Source: an optimization exercise on an open RTL-to-GDS flow (aim: small area, a short achievable clock period and few clock cycles). Production flows keep margins and buffers that such runs may drop. RTL that was checked went through simulation tests only; none was proved equivalent to the original.

==> inputs of build 14 <==
Design aesKeyExpansionApb, start of the top module:
module aesKeyExpansionApb (
    input  logic                 clk,
    input  logic                 reset,
    input  logic                 psel,
    input  logic                 penable,
    input  logic                 pwrite,
    input  logic [aesKeyPkg::addrWidth-1:0] paddr,
    input  logic [aesKeyPkg::wordWidth-1:0] pwdata,
    output logic [aesKeyPkg::wordWidth-1:0] prdata,
    output logic                 pready,
    output logic                 pslverr
);
==> flow/config.mk <==
export PLATFORM = sky130hd
export DESIGN_NAME = aesKeyExpansionApb
export DESIGN_NICKNAME = aesKeyExpansionApb
export VERILOG_FILES = /design/flow/design.v
export SDC_FILE = /design/flow/constraint.sdc
export NUM_CORES = 4
export LEC_CHECK = 0
export CAP_MARGIN = 20
export CORE_MARGIN = 2
export CORE_UTILIZATION = 40
export CTS_BUF_LIST = sky130_fd_sc_hd__clkbuf_8
export CTS_CLUSTER_DIAMETER = 60
export CTS_CLUSTER_SIZE = 16
export SETUP_SLACK_MARGIN = 5.0
export SLEW_MARGIN = 20
==> flow/constraint.sdc <==
create_clock -name core_clock -period 8.0 [get_ports {clk}]
set_input_delay 1.6000 -clock core_clock [delete_from_list [all_inputs] [get_ports {clk}]]
set_output_delay 1.6000 -clock core_clock [all_outputs]
set_load 0.01 [all_outputs]
standard.sh (not shown) runs the stock make flow with config.mk's settings and CLKGATE_MAP_FILE= SYNTH_SCRIPT=/design/flow/synth_recipe.tcl, a recipe that flattens the netlist after the stock synthesis.
==> flow/flow/run.sh <==
#!/bin/bash
# Layout flow: the standard ORFS flow (standard.sh, with the standard
# synthesis unchanged and the settings of config.mk), except that the port
# buffers every input and output gets are the plain buffer named in
# flow/port_buffer.txt. The full make output goes to flow_make.log here.
set -euo pipefail
BUF=$(cat flow/port_buffer.txt)
bash standard.sh "BUFFER_PORTS_ARGS=-buffer_cell $BUF" finish > flow_make.log 2>&1
==> flow/flow/port_buffer.txt <==
sky130_fd_sc_hd__buf_1
==> build 77 (differences from build 14) <==
--- a/flow/design.v
+++ b/flow/design.v
@@ -239,12 +239,13 @@
     logic [31:0] w0, w1, w2, w3;           
     logic [31:0] n1, n2, n3;
     logic [3:0]  cur;                      
     logic [3:0]  nbr;                      
     logic        down;                     
     logic        half;                     
+    logic [3:0]  tgt;                      
     logic        done;
     logic [2:0]  tcnt;                     
     logic [31:0] tword;
     logic        readyReg;
     logic        errReg;
     logic [3:0]  keyWr;                    
@@ -257,13 +258,13 @@
     logic       stepWait;
     logic       flip;
     logic       stepA;
     logic       newDown;
     assign tval = (tcnt == 3'd6);
     assign waiting = ~readyReg;
-    assign wantDown = (tgtIn < cur);
+    assign wantDown = (tgt < cur);
     assign stepSetup = setup & ~pwrite & rkPage & (paddr[3:2] == 2'd0) & (tgtIn == nbr) & tval;
     assign stepWait = waiting & ~half & tval & (wantDown == down);
     assign flip = waiting & ~half & (wantDown != down);
     assign stepA = stepSetup | stepWait;
     assign newDown = (nbr == 4'd10) ? 1'b1 : (nbr == 4'd0) ? 1'b0 : down;
     always_ff @(posedge clk) begin
@@ -286,27 +287,27 @@
                 done <= 1'b1;
             end else if (half) begin
                 half <= 1'b0;
                 cur <= nbr;
                 down <= newDown;
                 nbr <= newDown ? nbr - 4'd1 : nbr + 4'd1;
-            end else if (stepA) begin
-                half <= 1'b1;
             end else if (flip) begin
                 down <= ~down;
                 nbr <= down ? cur + 4'd1 : cur - 4'd1;
+            end else if (stepA) begin
+                half <= 1'b1;
             end
             if (startPend | half | flip) begin
                 tcnt <= 3'd0;
             end else if (~tval) begin
                 tcnt <= tcnt + 3'd1;
             end
             if (setup) begin
                 readyReg <= ~rkRead | (tgtIn == cur) | stepSetup;
             end else if (waiting) begin
-                readyReg <= ~half & (cur == tgtIn);
+                readyReg <= ~half & (cur == tgt);
             end
             keyWr <= '0;
             startPend <= 1'b0;
             if (setup & pwrite & isKey) begin
                 keyWr[paddr[3:2]] <= 1'b1;
             end
@@ -314,12 +315,13 @@
                 startPend <= 1'b1;
             end
         end
     end
     always_ff @(posedge clk) begin
         if (setup) begin
+            tgt <= tgtIn;
             errReg <= errIn;
         end
     end
     always_ff @(posedge clk) begin
         if (keyWr[0]) key0 <= pwdata;
         if (keyWr[1]) key1 <= pwdata;
==> flow/flow/run.sh (replaced) <==
#!/bin/bash
# Layout flow: the standard ORFS flow (standard.sh, with the standard
# synthesis unchanged and the settings of config.mk), except that the port
# buffers every input and output gets are the plain buffer named in
# flow/port_buffer.txt, and timing repair aims for the setup margin in
# flow/margin.txt. The full make output goes to flow_make.log here.
set -euo pipefail
BUF=$(cat flow/port_buffer.txt)
MARGIN=$(cat flow/margin.txt)
bash standard.sh "BUFFER_PORTS_ARGS=-buffer_cell $BUF" "SETUP_SLACK_MARGIN=$MARGIN" finish > flow_make.log 2>&1
==> flow/flow/margin.txt (new file) <==
5.15
==> flow/config.mk (replaced) <==
export PLATFORM = sky130hd
export DESIGN_NAME = aesKeyExpansionApb
export DESIGN_NICKNAME = aesKeyExpansionApb
export VERILOG_FILES = /design/flow/design.v
export SDC_FILE = /design/flow/constraint.sdc
export NUM_CORES = 4
export LEC_CHECK = 0
export ABC_AREA = 1
export CAP_MARGIN = 20
export CORE_MARGIN = 2
export CORE_UTILIZATION = 55
export CTS_BUF_LIST = sky130_fd_sc_hd__clkbuf_8
export CTS_CLUSTER_DIAMETER = 60
export CTS_CLUSTER_SIZE = 16
export PLACE_DENSITY = 0.66
export SLEW_MARGIN = 20
==> results_dict.tcl <==
set metrics [dict create \
    outcome "finished clean" \
    dpl.cell_count 2573 \
    post-place-ws_ns 4.09 \
    crit_path_start "paddr[2]" \
    dominant_cells "sequential cells" \
    synth_fa_ha_area_share_pct 1.42 \
    hp-start "sboxInReg[0]" \
    fillers 2890 \
    dr_wl_met2_um 24600 \
]
(the above is from build 77)
==> results_dict.tcl <==
set metrics [dict create \
    post-place-ws_ns 3.90 \
    fillers 4428 \
    dpl.cell_count 2381 \
    outcome "finished clean" \
    hp-start "key0[25]" \
    synth.area.top_cells "edfxtp_1 25%, dfxtp_1 22%, xnor2_1 12%" \
    crit_path_start "paddr[4]" \
    setup_slack_ns 5.03 \
    hold_depth 2 \
    synth_fa_ha_area_share_pct 1.36 \
    seqCellArea_um2 9050 \
    fin_hold_ws_ns 0.490 \
]
(the above is from build 14)
Testbench counts of build 14, summed over its fixed seeds: cycles 18,048.
The RTL of build 77 was laid out without a check of its function.

* * *

==> inputs of run Y <==
Another version of the RTL of aesKeyExpansionApb (not shown whole).
Settings: LEC_CHECK=0, ABC_CLOCK_PERIOD_IN_PS=2500, CAP_MARGIN=20, CORE_MARGIN=2, CORE_UTILIZATION=40, SETUP_SLACK_MARGIN=5.0, SLEW_MARGIN=20; clock period 8.0 ns.
run.sh (not shown) runs the stock make flow with config.mk's settings and CLKGATE_MAP_FILE= SYNTH_SCRIPT=/design/flow/synth_recipe.tcl, a recipe that flattens the netlist after the stock synthesis.
Stock flow here: none of the scripts above is used.
==> run G (differences from run Y) <==
--- a/flow/design.v
+++ b/flow/design.v
@@ -24,18 +24,17 @@
     localparam logic [addrWidth-1:0] keyAddr2 = 12'h008;
     localparam logic [addrWidth-1:0] keyAddr3 = 12'h00c;
     localparam logic [addrWidth-1:0] ctrlAddr = 12'h010;
     localparam logic [addrWidth-1:0] statusAddr = 12'h014;
     localparam logic [addrWidth-1:0] roundKeyBase = 12'h100;
 endpackage
 `timescale 1ns/1ns
-module aesSbox (input logic [7:0] in, output logic [7:0] out);
+module aesSboxTop (input logic [7:0] in, output logic [21:0] mid);
     logic U0, U1, U2, U3, U4, U5, U6, U7;
-    logic T1, T2, T3, T4, T5, T6, T7, T8, T9, T10, T11, T12, T13, T14, T15, T16, T17, T18, T19, T20, T21, T22, T23, T24, T25, T26, T27, M1, M2, M3, M4, M5, M6, M7, M8, M9, M10, M11, M12, M13, M14, M15, M16, M17, M18, M19, M20, M21, M22, M23, M24, M25, M26, M27, M28, M29, M30, M31, M32, M33, M34, M35, M36, M37, M38, M39, M40, M41, M42, M43, M44, M45, M46, M47, M48, M49, M50, M51, M52, M53, M54, M55, M56, M57, M58, M59, M60, M61, M62, M63, L0, L1, L2, L3, L4, L5, L6, L7, L8, L9, L10, L11, L12, L13, L14, L15, L16, L17, L18, L19, L20, L21, L22, L23, L24, L25, L26, L27, L28, L29;
-    logic S0, S1, S2, S3, S4, S5, S6, S7;
+    logic T1, T2, T3, T4, T5, T6, T7, T8, T9, T10, T11, T12, T13, T14, T15, T16, T17, T18, T19, T20, T21, T22, T23, T24, T25, T26, T27, M1, M2, M3, M4, M5, M6, M7, M8, M9, M10, M11, M12, M13, M14, M15, M16, M17, M18, M19, M20, M21, M22, M23;
     assign U0 = in[7];
     assign U1 = in[6];
     assign U2 = in[5];
     assign U3 = in[4];
     assign U4 = in[3];
     assign U5 = in[2];
     assign U6 = in[1];
@@ -86,14 +85,21 @@
     assign M17 = M5 ^ T24;
     assign M18 = M8 ^ M7;
     assign M19 = M10 ^ M15;
     assign M20 = M16 ^ M13;
     assign M21 = M17 ^ M15;
     assign M22 = M18 ^ M13;
     assign M23 = M19 ^ T25;
+    assign mid = {M20, M21, M22, M23, T1, T2, T3, T4, T6, T8, T9, T10, T13, T15, T16, T17, T19, T20, T22, T23, T27, U7};
+endmodule
+module aesSboxBot (input logic [21:0] mid, output logic [7:0] out);
+    logic M20, M21, M22, M23, T1, T2, T3, T4, T6, T8, T9, T10, T13, T15, T16, T17, T19, T20, T22, T23, T27, U7;
+    logic M24, M25, M26, M27, M28, M29, M30, M31, M32, M33, M34, M35, M36, M37, M38, M39, M40, M41, M42, M43, M44, M45, M46, M47, M48, M49, M50, M51, M52, M53, M54, M55, M56, M57, M58, M59, M60, M61, M62, M63, L0, L1, L2, L3, L4, L5, L6, L7, L8, L9, L10, L11, L12, L13, L14, L15, L16, L17, L18, L19, L20, L21, L22, L23, L24, L25, L26, L27, L28, L29;
+    logic S0, S1, S2, S3, S4, S5, S6, S7;
+    assign {M20, M21, M22, M23, T1, T2, T3, T4, T6, T8, T9, T10, T13, T15, T16, T17, T19, T20, T22, T23, T27, U7} = mid;
     assign M24 = M22 ^ M23;
     assign M25 = M22 & M20;
     assign M26 = M21 ^ M25;
     assign M27 = M20 ^ M21;
     assign M28 = M23 ^ M25;
     assign M29 = M28 & M27;
     assign M30 = M26 & M24;
@@ -238,28 +244,27 @@
     logic        down;                
     logic [3:0]  tgt;                 
     logic        done;
     logic [2:0]  tcnt;                
     logic [31:0] tword;
     logic        readyReg;
     logic        errReg;
-    logic [1:0]  wsel;
-    logic        selKey;
-    logic        selRk;
+    logic [3:0]  selKey;
+    logic [3:0]  selRk;
     logic        selStat;
     logic       tval;
     logic       waiting;
     logic       wantDown;
     logic       start;
     logic       stepSetup;
     logic       stepWait;
     logic       flip;
     logic       step;
     logic       newDown;
-    assign tval = tcnt[2];
+    assign tval = (tcnt == 3'd5);
     assign waiting = ~readyReg;
     assign wantDown = (tgt < cur);
     assign start = setup & pwrite & isCtrl & pwdata[0];
     assign stepSetup = setup & rkRead & tval & (tgtIn == nbr);
     assign stepWait = waiting & tval & (wantDown == down);
     assign flip = waiting & (wantDown != down);
     assign step = stepSetup | stepWait;
@@ -298,17 +303,18 @@
             end
         end
     end
     always_ff @(posedge clk) begin
         if (setup) begin
             tgt <= tgtIn;
             errReg <= errIn;
-            wsel <= paddr[3:2];
-            selKey <= ~pwrite & isKey;
-            selRk <= rkRead;
+            for (int k = 0; k < 4; k++) begin
+                selKey[k] <= ~pwrite & isKey & (paddr[3:2] == 2'(k));
+                selRk[k] <= rkRead & (paddr[3:2] == 2'(k));
+            end
             selStat <= ~pwrite & isStatus;
         end
     end
     always_ff @(posedge clk) begin
         if (setup & pwrite & isKey) begin
             case (paddr[3:2])
                 2'd0: keyReg[127:96] <= pwdata;
@@ -329,28 +335,37 @@
             rk <= keyReg;
         end else if (step) begin
             rk <= nextRk;
         end
     end
     logic [31:0] xword;
     logic [7:0]  sboxIn;
+    logic [21:0] sboxMid;
+    logic [21:0] sboxMidReg;
     logic [7:0]  sboxOut;
     logic [3:0]  rconIdx;
     logic [7:0]  rcon;
     assign xword = down ? (rk[31:0] ^ rk[63:32]) : rk[31:0];
     always_comb begin
         case (tcnt[1:0])
             2'd0: sboxIn = xword[23:16];
             2'd1: sboxIn = xword[15:8];
             2'd2: sboxIn = xword[7:0];
             default: sboxIn = xword[31:24];
         endcase
     end
-    aesSbox sbox (
+    aesSboxTop sboxTop (
         .in  (sboxIn),
+        .mid (sboxMid)
+    );
+    always_ff @(posedge clk) begin
+        sboxMidReg <= sboxMid;
+    end
+    aesSboxBot sboxBot (
+        .mid (sboxMidReg),
         .out (sboxOut)
     );
     assign rconIdx = down ? cur : nbr;
     always_comb begin
         case (rconIdx)
             4'd1: rcon = 8'h01;
             4'd2: rcon = 8'h02;
@@ -362,37 +377,29 @@
             4'd8: rcon = 8'h80;
             4'd9: rcon = 8'h1b;
             4'd10: rcon = 8'h36;
             default: rcon = 8'h00;
         endcase
     end
     always_ff @(posedge clk) begin
-        if (~tval) begin
-            case (tcnt[1:0])
-                2'd0: tword[31:24] <= sboxOut ^ rcon;
-                2'd1: tword[23:16] <= sboxOut;
-                2'd2: tword[15:8] <= sboxOut;
-                default: tword[7:0] <= sboxOut;
-            endcase
-        end
+        case (tcnt)
+            3'd1: tword[31:24] <= sboxOut ^ rcon;
+            3'd2: tword[23:16] <= sboxOut;
+            3'd3: tword[15:8] <= sboxOut;
+            3'd4: tword[7:0] <= sboxOut;
+            default: ;
+        endcase
     end
     logic [31:0] keyWord;
     logic [31:0] rkWord;
     always_comb begin
-        case (wsel)
-            2'd0: keyWord = keyReg[127:96];
-            2'd1: keyWord = keyReg[95:64];
-            2'd2: keyWord = keyReg[63:32];
-            default: keyWord = keyReg[31:0];
-        endcase
-        case (wsel)
-            2'd0: rkWord = rk[127:96];
-            2'd1: rkWord = rk[95:64];
-            2'd2: rkWord = rk[63:32];
-            default: rkWord = rk[31:0];
-        endcase
+        keyWord = '0;
+        rkWord = '0;
+        for (int k = 0; k < 4; k++) begin
+            keyWord = keyWord | ({32{selKey[k]}} & keyReg[127-32*k -: 32]);
+            rkWord = rkWord | ({32{selRk[k]}} & rk[127-32*k -: 32]);
+        end
     end
-    assign prdata = ({32{selKey}} & keyWord) | ({32{selRk}} & rkWord) |
-                    {30'h0, selStat & done, 1'b0};
+    assign prdata = keyWord | rkWord | {30'h0, selStat & done, 1'b0};
     assign pready = readyReg;
     assign pslverr = errReg;
 endmodule
ABC_CLOCK_PERIOD_IN_PS = not set   (was 2500)
CORE_UTILIZATION = 65   (was 40)
PLACE_DENSITY = 0.75   (was not set)
SETUP_SLACK_MARGIN = not set   (was 5.0)
==> run A (differences from run Y) <==
--- a/flow/design.v
+++ b/flow/design.v
@@ -24,18 +24,17 @@
     localparam logic [addrWidth-1:0] keyAddr2 = 12'h008;
     localparam logic [addrWidth-1:0] keyAddr3 = 12'h00c;
     localparam logic [addrWidth-1:0] ctrlAddr = 12'h010;
     localparam logic [addrWidth-1:0] statusAddr = 12'h014;
     localparam logic [addrWidth-1:0] roundKeyBase = 12'h100;
 endpackage
 `timescale 1ns/1ns
-module aesSbox (input logic [7:0] in, output logic [7:0] out);
+module aesSboxTop (input logic [7:0] in, output logic [21:0] mid);
     logic U0, U1, U2, U3, U4, U5, U6, U7;
-    logic T1, T2, T3, T4, T5, T6, T7, T8, T9, T10, T11, T12, T13, T14, T15, T16, T17, T18, T19, T20, T21, T22, T23, T24, T25, T26, T27, M1, M2, M3, M4, M5, M6, M7, M8, M9, M10, M11, M12, M13, M14, M15, M16, M17, M18, M19, M20, M21, M22, M23, M24, M25, M26, M27, M28, M29, M30, M31, M32, M33, M34, M35, M36, M37, M38, M39, M40, M41, M42, M43, M44, M45, M46, M47, M48, M49, M50, M51, M52, M53, M54, M55, M56, M57, M58, M59, M60, M61, M62, M63, L0, L1, L2, L3, L4, L5, L6, L7, L8, L9, L10, L11, L12, L13, L14, L15, L16, L17, L18, L19, L20, L21, L22, L23, L24, L25, L26, L27, L28, L29;
-    logic S0, S1, S2, S3, S4, S5, S6, S7;
+    logic T1, T2, T3, T4, T5, T6, T7, T8, T9, T10, T11, T12, T13, T14, T15, T16, T17, T18, T19, T20, T21, T22, T23, T24, T25, T26, T27, M1, M2, M3, M4, M5, M6, M7, M8, M9, M10, M11, M12, M13, M14, M15, M16, M17, M18, M19, M20, M21, M22, M23;
     assign U0 = in[7];
     assign U1 = in[6];
     assign U2 = in[5];
     assign U3 = in[4];
     assign U4 = in[3];
     assign U5 = in[2];
     assign U6 = in[1];
@@ -86,14 +85,21 @@
     assign M17 = M5 ^ T24;
     assign M18 = M8 ^ M7;
     assign M19 = M10 ^ M15;
     assign M20 = M16 ^ M13;
     assign M21 = M17 ^ M15;
     assign M22 = M18 ^ M13;
     assign M23 = M19 ^ T25;
+    assign mid = {M20, M21, M22, M23, T1, T2, T3, T4, T6, T8, T9, T10, T13, T15, T16, T17, T19, T20, T22, T23, T27, U7};
+endmodule
+module aesSboxBot (input logic [21:0] mid, output logic [7:0] out);
+    logic M20, M21, M22, M23, T1, T2, T3, T4, T6, T8, T9, T10, T13, T15, T16, T17, T19, T20, T22, T23, T27, U7;
+    logic M24, M25, M26, M27, M28, M29, M30, M31, M32, M33, M34, M35, M36, M37, M38, M39, M40, M41, M42, M43, M44, M45, M46, M47, M48, M49, M50, M51, M52, M53, M54, M55, M56, M57, M58, M59, M60, M61, M62, M63, L0, L1, L2, L3, L4, L5, L6, L7, L8, L9, L10, L11, L12, L13, L14, L15, L16, L17, L18, L19, L20, L21, L22, L23, L24, L25, L26, L27, L28, L29;
+    logic S0, S1, S2, S3, S4, S5, S6, S7;
+    assign {M20, M21, M22, M23, T1, T2, T3, T4, T6, T8, T9, T10, T13, T15, T16, T17, T19, T20, T22, T23, T27, U7} = mid;
     assign M24 = M22 ^ M23;
     assign M25 = M22 & M20;
     assign M26 = M21 ^ M25;
     assign M27 = M20 ^ M21;
     assign M28 = M23 ^ M25;
     assign M29 = M28 & M27;
     assign M30 = M26 & M24;
@@ -238,28 +244,27 @@
     logic        down;                
     logic [3:0]  tgt;                 
     logic        done;
     logic [2:0]  tcnt;                
     logic [31:0] tword;
     logic        readyReg;
     logic        errReg;
-    logic [1:0]  wsel;
-    logic        selKey;
-    logic        selRk;
+    logic [3:0]  selKey;
+    logic [3:0]  selRk;
     logic        selStat;
     logic       tval;
     logic       waiting;
     logic       wantDown;
     logic       start;
     logic       stepSetup;
     logic       stepWait;
     logic       flip;
     logic       step;
     logic       newDown;
-    assign tval = tcnt[2];
+    assign tval = (tcnt == 3'd5);
     assign waiting = ~readyReg;
     assign wantDown = (tgt < cur);
     assign start = setup & pwrite & isCtrl & pwdata[0];
     assign stepSetup = setup & rkRead & tval & (tgtIn == nbr);
     assign stepWait = waiting & tval & (wantDown == down);
     assign flip = waiting & (wantDown != down);
     assign step = stepSetup | stepWait;
@@ -298,17 +303,18 @@
             end
         end
     end
     always_ff @(posedge clk) begin
         if (setup) begin
             tgt <= tgtIn;
             errReg <= errIn;
-            wsel <= paddr[3:2];
-            selKey <= ~pwrite & isKey;
-            selRk <= rkRead;
+            for (int k = 0; k < 4; k++) begin
+                selKey[k] <= ~pwrite & isKey & (paddr[3:2] == 2'(k));
+                selRk[k] <= rkRead & (paddr[3:2] == 2'(k));
+            end
             selStat <= ~pwrite & isStatus;
         end
     end
     always_ff @(posedge clk) begin
         if (setup & pwrite & isKey) begin
             case (paddr[3:2])
                 2'd0: keyReg[127:96] <= pwdata;
@@ -329,28 +335,37 @@
             rk <= keyReg;
         end else if (step) begin
             rk <= nextRk;
         end
     end
     logic [31:0] xword;
     logic [7:0]  sboxIn;
+    logic [21:0] sboxMid;
+    logic [21:0] sboxMidReg;
     logic [7:0]  sboxOut;
     logic [3:0]  rconIdx;
     logic [7:0]  rcon;
     assign xword = down ? (rk[31:0] ^ rk[63:32]) : rk[31:0];
     always_comb begin
         case (tcnt[1:0])
             2'd0: sboxIn = xword[23:16];
             2'd1: sboxIn = xword[15:8];
             2'd2: sboxIn = xword[7:0];
             default: sboxIn = xword[31:24];
         endcase
     end
-    aesSbox sbox (
+    aesSboxTop sboxTop (
         .in  (sboxIn),
+        .mid (sboxMid)
+    );
+    always_ff @(posedge clk) begin
+        sboxMidReg <= sboxMid;
+    end
+    aesSboxBot sboxBot (
+        .mid (sboxMidReg),
         .out (sboxOut)
     );
     assign rconIdx = down ? cur : nbr;
     always_comb begin
         case (rconIdx)
             4'd1: rcon = 8'h01;
             4'd2: rcon = 8'h02;
@@ -362,37 +377,29 @@
             4'd8: rcon = 8'h80;
             4'd9: rcon = 8'h1b;
             4'd10: rcon = 8'h36;
             default: rcon = 8'h00;
         endcase
     end
     always_ff @(posedge clk) begin
-        if (~tval) begin
-            case (tcnt[1:0])
-                2'd0: tword[31:24] <= sboxOut ^ rcon;
-                2'd1: tword[23:16] <= sboxOut;
-                2'd2: tword[15:8] <= sboxOut;
-                default: tword[7:0] <= sboxOut;
-            endcase
-        end
+        case (tcnt)
+            3'd1: tword[31:24] <= sboxOut ^ rcon;
+            3'd2: tword[23:16] <= sboxOut;
+            3'd3: tword[15:8] <= sboxOut;
+            3'd4: tword[7:0] <= sboxOut;
+            default: ;
+        endcase
     end
     logic [31:0] keyWord;
     logic [31:0] rkWord;
     always_comb begin
-        case (wsel)
-            2'd0: keyWord = keyReg[127:96];
-            2'd1: keyWord = keyReg[95:64];
-            2'd2: keyWord = keyReg[63:32];
-            default: keyWord = keyReg[31:0];
-        endcase
-        case (wsel)
-            2'd0: rkWord = rk[127:96];
-            2'd1: rkWord = rk[95:64];
-            2'd2: rkWord = rk[63:32];
-            default: rkWord = rk[31:0];
-        endcase
+        keyWord = '0;
+        rkWord = '0;
+        for (int k = 0; k < 4; k++) begin
+            keyWord = keyWord | ({32{selKey[k]}} & keyReg[127-32*k -: 32]);
+            rkWord = rkWord | ({32{selRk[k]}} & rk[127-32*k -: 32]);
+        end
     end
-    assign prdata = ({32{selKey}} & keyWord) | ({32{selRk}} & rkWord) |
-                    {30'h0, selStat & done, 1'b0};
+    assign prdata = keyWord | rkWord | {30'h0, selStat & done, 1'b0};
     assign pready = readyReg;
     assign pslverr = errReg;
 endmodule
ABC_CLOCK_PERIOD_IN_PS = not set   (was 2500)
SETUP_SLACK_MARGIN = not set   (was 5.0)
==> run C (differences from run Y) <==
ABC_CLOCK_PERIOD_IN_PS = not set   (was 2500)
SETUP_SLACK_MARGIN = not set   (was 5.0)
==> summary of the runs <==
- Against run Y, the first-iteration DRC count of run G is smaller by 21%.
- Against run C, the hold slack of run Y is worse by 19 ps.
- The highest register-to-register slack belongs to run A, the lowest to run C.
- Worst setup slack: run A > run G > run Y > run C.
- Between run Y and run A, the lower die area is in run Y (gap about 0.33%, measured against run A).
- Run C went through all stages and came out clean. Run A finished with timing, DRC and antenna clean. Run Y completed without violations. Run G produced a clean layout.
- Against run Y, the maximum frequency of run C is smaller by about 20%.
- Between run Y and run C, the lower design area is in run C (gap 32%, measured against run C).
- Clock-buffer cell count, highest first: run A, run G, run Y, run C.
==> figures <==
| metric | run C | run A | run Y | run G |
|---|---|---|---|---|
| Status | timing/DRC/antenna clean | timing/DRC/antenna clean | timing/DRC/antenna clean | timing/DRC/antenna clean |
| Via count of the first global-routing pass | 12,700 | 13,200 | 15,100 | 13,500 |
| Highest routing layer actually used | met4 | met5 | met4 | met4 |
| Global routing usage on met3 | 2.56% | 4.00% | 4.87% | 4.97% |
| Top achievable clock speed | 154 MHz | 220 MHz | 196 MHz | 210 MHz |
| Mapped cell area | 0.0187 sq mm | 0.0188 sq mm | 0.0187 sq mm | 0.0188 sq mm |
| Final cell count without fillers | 2,264 | 2,374 | 2,566 | 2,151 |
| Net count reported at finish | 1,696 | 1,809 | 1,998 | 1,807 |
| Area of the die | 0.0485 sq mm | 0.0487 sq mm | 0.0485 sq mm | 0.0302 sq mm |
| Placed instance count | 2,197 | 2,307 | 2,203 | 2,083 |
| Gate count of the mapped netlist | 1,578 | 1,695 | 1,578 | 1,695 |
| Fraction of the mapped netlist area in adder cells | 1.34% | 1.35% | 1.34% | 1.35% |
| CP max stage delay | 590 ps | 810 ps | 510 ps | 700 ps |
| Worst setup timing slack at the placement stage | 1610 ps | 2930 ps | 1640 ps | 2740 ps |
| Fraction of area in clock buffers and inverters | 5.81% | 5.64% | 4.65% | 5.60% |
| Met1 wire length | 21.8 mm | 22.5 mm | 28.6 mm | 19.7 mm |
| Weighted congestion at the end of routability-driven global placement | 0.896 | 0.816 | 0.897 | 0.884 |
| Tapcell Cnt | 607 | 607 | 607 | 384 |
| Initial drt markers | 988 | 1,367 | 1,858 | 1,474 |
Testbench counts of run Y, summed over its fixed seeds: cycles 18,048.
Testbench counts of run C, summed over its fixed seeds: cycles 18,048.
The RTL of run G and run A was laid out without a check of its function.

separate check: timing with driven ports:
How much do the figures lean on ideal ports? The routed layouts below were timed once more, with nothing changed but the port constraints. Step 1 sets driving cells, clkbuf_16 on the clock port and buf_2 on the other inputs (assumed; they add their load-dependent delay and slew). Step 2, shift: input delay + t, output delay - t, t = (earliest + latest rising clock arrival at the registers) / 2. This alone moves slack from input paths to output paths. Slacks: no drivers / after step 1 / after step 2; pairs: no drivers / after step 1.
run	t, ns	slack for setup (ns)	worst setup path after step 2
build 14	0.657	5.031 / 5.042 / 4.401	input to register
build 77	0.596	5.224 / 5.203 / 4.627	input to register
run Y	0.608	2.896 / 2.896 / 2.896	register to register
run G	0.575	3.248 / 3.280 / 2.705	input to register
run A	0.605	3.452 / 3.485 / 2.880	input to register
run C	0.612	1.518 / 1.518 / 1.518	register to register
After both steps every run listed still meets setup and hold. The setup slack of build 14, which loses most, moves by +0.011 ns with the drivers and by -0.630 ns with both steps.
